Background: an optimization exercise with open tools, aiming at small area. Do not read the settings as production practice.
In this exercise RTL edits were held to simulation tests only and were not proved equivalent to the original.
No activity file was given, so power comes from the tool's default toggle rates.

Design apb_slave, start of the top module:
module apb_slave #(
  parameter int DEPTH     = apb_slave_pkg::DEPTH,
  parameter int NUM_BANKS = apb_slave_pkg::NUM_BANKS
) (
  input  logic                 Hclk,
  input  logic                 Hreset,
  input  logic [NUM_BANKS-1:0] Pselx,
  input  logic                 Penable,
  input  logic                 Pwrite,
  input  logic [31:0]          Paddr,
  input  logic [31:0]          Pwdata,
  output logic [31:0]          Prdata,
  output logic                 proto_err,
  output logic [15:0]          wr_count,
  output logic [15:0]          rd_count
);
export LEC_CHECK = 0
export CAP_MARGIN = 10
export CORE_MARGIN = 2
export CORE_UTILIZATION = 55
export GPL_TIMING_DRIVEN = 0
export PLACE_DENSITY = 0.65
export SETUP_SLACK_MARGIN = 0.1
export SLEW_MARGIN = 10
export SYNTH_HIERARCHICAL = 1
create_clock -name core_clock -period 5.0 [get_ports {Hclk}]
standard.sh (not shown) runs the stock make flow with config.mk's settings and CLKGATE_MAP_FILE= SYNTH_SCRIPT=/design/flow/synth_recipe.tcl, a recipe that flattens the netlist after the stock synthesis.
==> flow/flow/run.sh <==
#!/bin/bash
# The standard layout (standard.sh): the standard synthesis unchanged,
# then the layout steps with layout-only options passed to the ORFS make:
# synthesis buffers removed at floorplan, the largest buffers kept out of
# the resizer's repairs, and CTS with clusters of at most 18 flip-flops per
# clkbuf_8 and no dummy loads; ports buffered with buf_1.
# make's output goes to flow_synth.log and flow_make.log in this folder;
# ORFS's per-step logs are copied to flow_logs/.
set -o pipefail
bash standard.sh synth > flow_synth.log 2>&1 || { cp -r orfs/logs flow_logs; exit 1; }
bash standard.sh \
  REMOVE_ABC_BUFFERS=1 \
  "DONT_USE_CELLS=sky130_fd_sc_hd__probe_p_8 sky130_fd_sc_hd__probec_p_8 sky130_fd_sc_hd__lpflow_bleeder_1 sky130_fd_sc_hd__lpflow_clkbufkapwr_1 sky130_fd_sc_hd__lpflow_clkbufkapwr_16 sky130_fd_sc_hd__lpflow_clkbufkapwr_2 sky130_fd_sc_hd__lpflow_clkbufkapwr_4 sky130_fd_sc_hd__lpflow_clkbufkapwr_8 sky130_fd_sc_hd__lpflow_clkinvkapwr_1 sky130_fd_sc_hd__lpflow_clkinvkapwr_16 sky130_fd_sc_hd__lpflow_clkinvkapwr_2 sky130_fd_sc_hd__lpflow_clkinvkapwr_4 sky130_fd_sc_hd__lpflow_clkinvkapwr_8 sky130_fd_sc_hd__lpflow_decapkapwr_12 sky130_fd_sc_hd__lpflow_decapkapwr_3 sky130_fd_sc_hd__lpflow_decapkapwr_4 sky130_fd_sc_hd__lpflow_decapkapwr_6 sky130_fd_sc_hd__lpflow_decapkapwr_8 sky130_fd_sc_hd__lpflow_inputiso0n_1 sky130_fd_sc_hd__lpflow_inputiso0p_1 sky130_fd_sc_hd__lpflow_inputiso1n_1 sky130_fd_sc_hd__lpflow_inputiso1p_1 sky130_fd_sc_hd__lpflow_inputisolatch_1 sky130_fd_sc_hd__lpflow_isobufsrc_1 sky130_fd_sc_hd__lpflow_isobufsrc_16 sky130_fd_sc_hd__lpflow_isobufsrc_2 sky130_fd_sc_hd__lpflow_isobufsrc_4 sky130_fd_sc_hd__lpflow_isobufsrc_8 sky130_fd_sc_hd__lpflow_isobufsrckapwr_16 sky130_fd_sc_hd__lpflow_lsbuf_lh_hl_isowell_tap_1 sky130_fd_sc_hd__lpflow_lsbuf_lh_hl_isowell_tap_2 sky130_fd_sc_hd__lpflow_lsbuf_lh_hl_isowell_tap_4 sky130_fd_sc_hd__lpflow_lsbuf_lh_isowell_4 sky130_fd_sc_hd__lpflow_lsbuf_lh_isowell_tap_1 sky130_fd_sc_hd__lpflow_lsbuf_lh_isowell_tap_2 sky130_fd_sc_hd__lpflow_lsbuf_lh_isowell_tap_4  sky130_fd_sc_hd__buf_12 sky130_fd_sc_hd__buf_16 sky130_fd_sc_hd__bufbuf_16 sky130_fd_sc_hd__bufbuf_8 sky130_fd_sc_hd__buf_8" \
  "CTS_ARGS=-sink_clustering_enable -repair_clock_nets -buf_list sky130_fd_sc_hd__clkbuf_8 -sink_clustering_size 18 -sink_clustering_max_diameter 50 -dont_use_dummy_load" \
  "BUFFER_PORTS_ARGS=-buffer_cell sky130_fd_sc_hd__buf_1" \
  finish > flow_make.log 2>&1
rc=$?
cp -r orfs/logs flow_logs 2>/dev/null
exit $rc
The first run completed with no timing, DRC or antenna violations.
Then changed:
Settings changed: CAP_MARGIN 10 to 15, SETUP_SLACK_MARGIN 0.1 to 0.2, SLEW_MARGIN 10 to 15.
Result: Sequential power stays flat. Total power hardly moves. Maximum frequency fell by 1.7%. Routed wire length stays flat. Clock power is about the same.
Then changed:
--- a/flow/flow/run.sh
+++ b/flow/flow/run.sh
@@ -4,3 +4,3 @@
 # synthesis buffers removed at floorplan, the largest buffers kept out of
-# the resizer's repairs, and CTS with clusters of at most 18 flip-flops per
+# the resizer's repairs, and CTS with clusters of at most 20 flip-flops per
 # clkbuf_8 and no dummy loads; ports buffered with buf_1.
@@ -13,3 +13,3 @@
   "DONT_USE_CELLS=sky130_fd_sc_hd__probe_p_8 sky130_fd_sc_hd__probec_p_8 sky130_fd_sc_hd__lpflow_bleeder_1 sky130_fd_sc_hd__lpflow_clkbufkapwr_1 sky130_fd_sc_hd__lpflow_clkbufkapwr_16 sky130_fd_sc_hd__lpflow_clkbufkapwr_2 sky130_fd_sc_hd__lpflow_clkbufkapwr_4 sky130_fd_sc_hd__lpflow_clkbufkapwr_8 sky130_fd_sc_hd__lpflow_clkinvkapwr_1 sky130_fd_sc_hd__lpflow_clkinvkapwr_16 sky130_fd_sc_hd__lpflow_clkinvkapwr_2 sky130_fd_sc_hd__lpflow_clkinvkapwr_4 sky130_fd_sc_hd__lpflow_clkinvkapwr_8 sky130_fd_sc_hd__lpflow_decapkapwr_12 sky130_fd_sc_hd__lpflow_decapkapwr_3 sky130_fd_sc_hd__lpflow_decapkapwr_4 sky130_fd_sc_hd__lpflow_decapkapwr_6 sky130_fd_sc_hd__lpflow_decapkapwr_8 sky130_fd_sc_hd__lpflow_inputiso0n_1 sky130_fd_sc_hd__lpflow_inputiso0p_1 sky130_fd_sc_hd__lpflow_inputiso1n_1 sky130_fd_sc_hd__lpflow_inputiso1p_1 sky130_fd_sc_hd__lpflow_inputisolatch_1 sky130_fd_sc_hd__lpflow_isobufsrc_1 sky130_fd_sc_hd__lpflow_isobufsrc_16 sky130_fd_sc_hd__lpflow_isobufsrc_2 sky130_fd_sc_hd__lpflow_isobufsrc_4 sky130_fd_sc_hd__lpflow_isobufsrc_8 sky130_fd_sc_hd__lpflow_isobufsrckapwr_16 sky130_fd_sc_hd__lpflow_lsbuf_lh_hl_isowell_tap_1 sky130_fd_sc_hd__lpflow_lsbuf_lh_hl_isowell_tap_2 sky130_fd_sc_hd__lpflow_lsbuf_lh_hl_isowell_tap_4 sky130_fd_sc_hd__lpflow_lsbuf_lh_isowell_4 sky130_fd_sc_hd__lpflow_lsbuf_lh_isowell_tap_1 sky130_fd_sc_hd__lpflow_lsbuf_lh_isowell_tap_2 sky130_fd_sc_hd__lpflow_lsbuf_lh_isowell_tap_4  sky130_fd_sc_hd__buf_12 sky130_fd_sc_hd__buf_16 sky130_fd_sc_hd__bufbuf_16 sky130_fd_sc_hd__bufbuf_8 sky130_fd_sc_hd__buf_8" \
-  "CTS_ARGS=-sink_clustering_enable -repair_clock_nets -buf_list sky130_fd_sc_hd__clkbuf_8 -sink_clustering_size 18 -sink_clustering_max_diameter 50 -dont_use_dummy_load" \
+  "CTS_ARGS=-sink_clustering_enable -repair_clock_nets -buf_list sky130_fd_sc_hd__clkbuf_8 -sink_clustering_size 20 -sink_clustering_max_diameter 50 -dont_use_dummy_load" \
   "BUFFER_PORTS_ARGS=-buffer_cell sky130_fd_sc_hd__buf_1" \
Settings changed: CORE_UTILIZATION 55 to 60, PLACE_DENSITY 0.65 to 0.7, SETUP_SLACK_MARGIN 0.2 to 0.1.
=> The changed run finished with timing, DRC and antenna clean. Routed wire length fell by about 3%. Critical path depth is unchanged. Hold slack degrades by 0.0060 ns. Maximum frequency is higher by about 0.5%. Count of clock-buffer cells in the layout came out lower by 3. Die area is lower by about 8%.
Then changed:
Settings changed: CAP_MARGIN 15 to 10, SLEW_MARGIN 15 to 10.
Outcome: The changed run completed, yet does not pass: antenna rules. Die area stays the same. Worst setup slack gets better by 0.048 ns. Final cell count barely changes. Area after synthesis is unchanged. Non-clock buffer count went down by 2. First-iteration DRC count went down by about 7%.

[re-timing with driven ports]
No port has a modelled driver above. Below, the same layouts with a new extraction and two added sets of constraints. Step 1 assumes that a clkbuf_16 drives the clock port and a buf_2 every other input. Step 2, shift: input delay + t, output delay - t, t = (earliest + latest rising clock arrival at the registers) / 2. This alone moves slack from input paths to output paths. Three values: ideal ports, drivers, drivers and shift; two values: the first two.
run	t, ns	setup slack, ns	hold slack, ns	worst slew at a driven data input, ns	pins driven straight from the clock port
the first run	0.873	0.414 / 0.414 / -0.335	0.302 / 0.281 / 0.302	0.14	1
the second run	0.883	0.335 / 0.335 / -0.429	0.297 / 0.275 / 0.306	0.14	1
the third run	0.845	0.359 / 0.359 / -0.473	0.291 / 0.291 / 0.291	0.14	1
the fourth run	0.859	0.407 / 0.371 / -0.488	0.295 / 0.295 / 0.295	0.14	1
The setup slack of the fourth run, which loses most, moves by -0.036 ns with the drivers and by -0.895 ns with both steps.
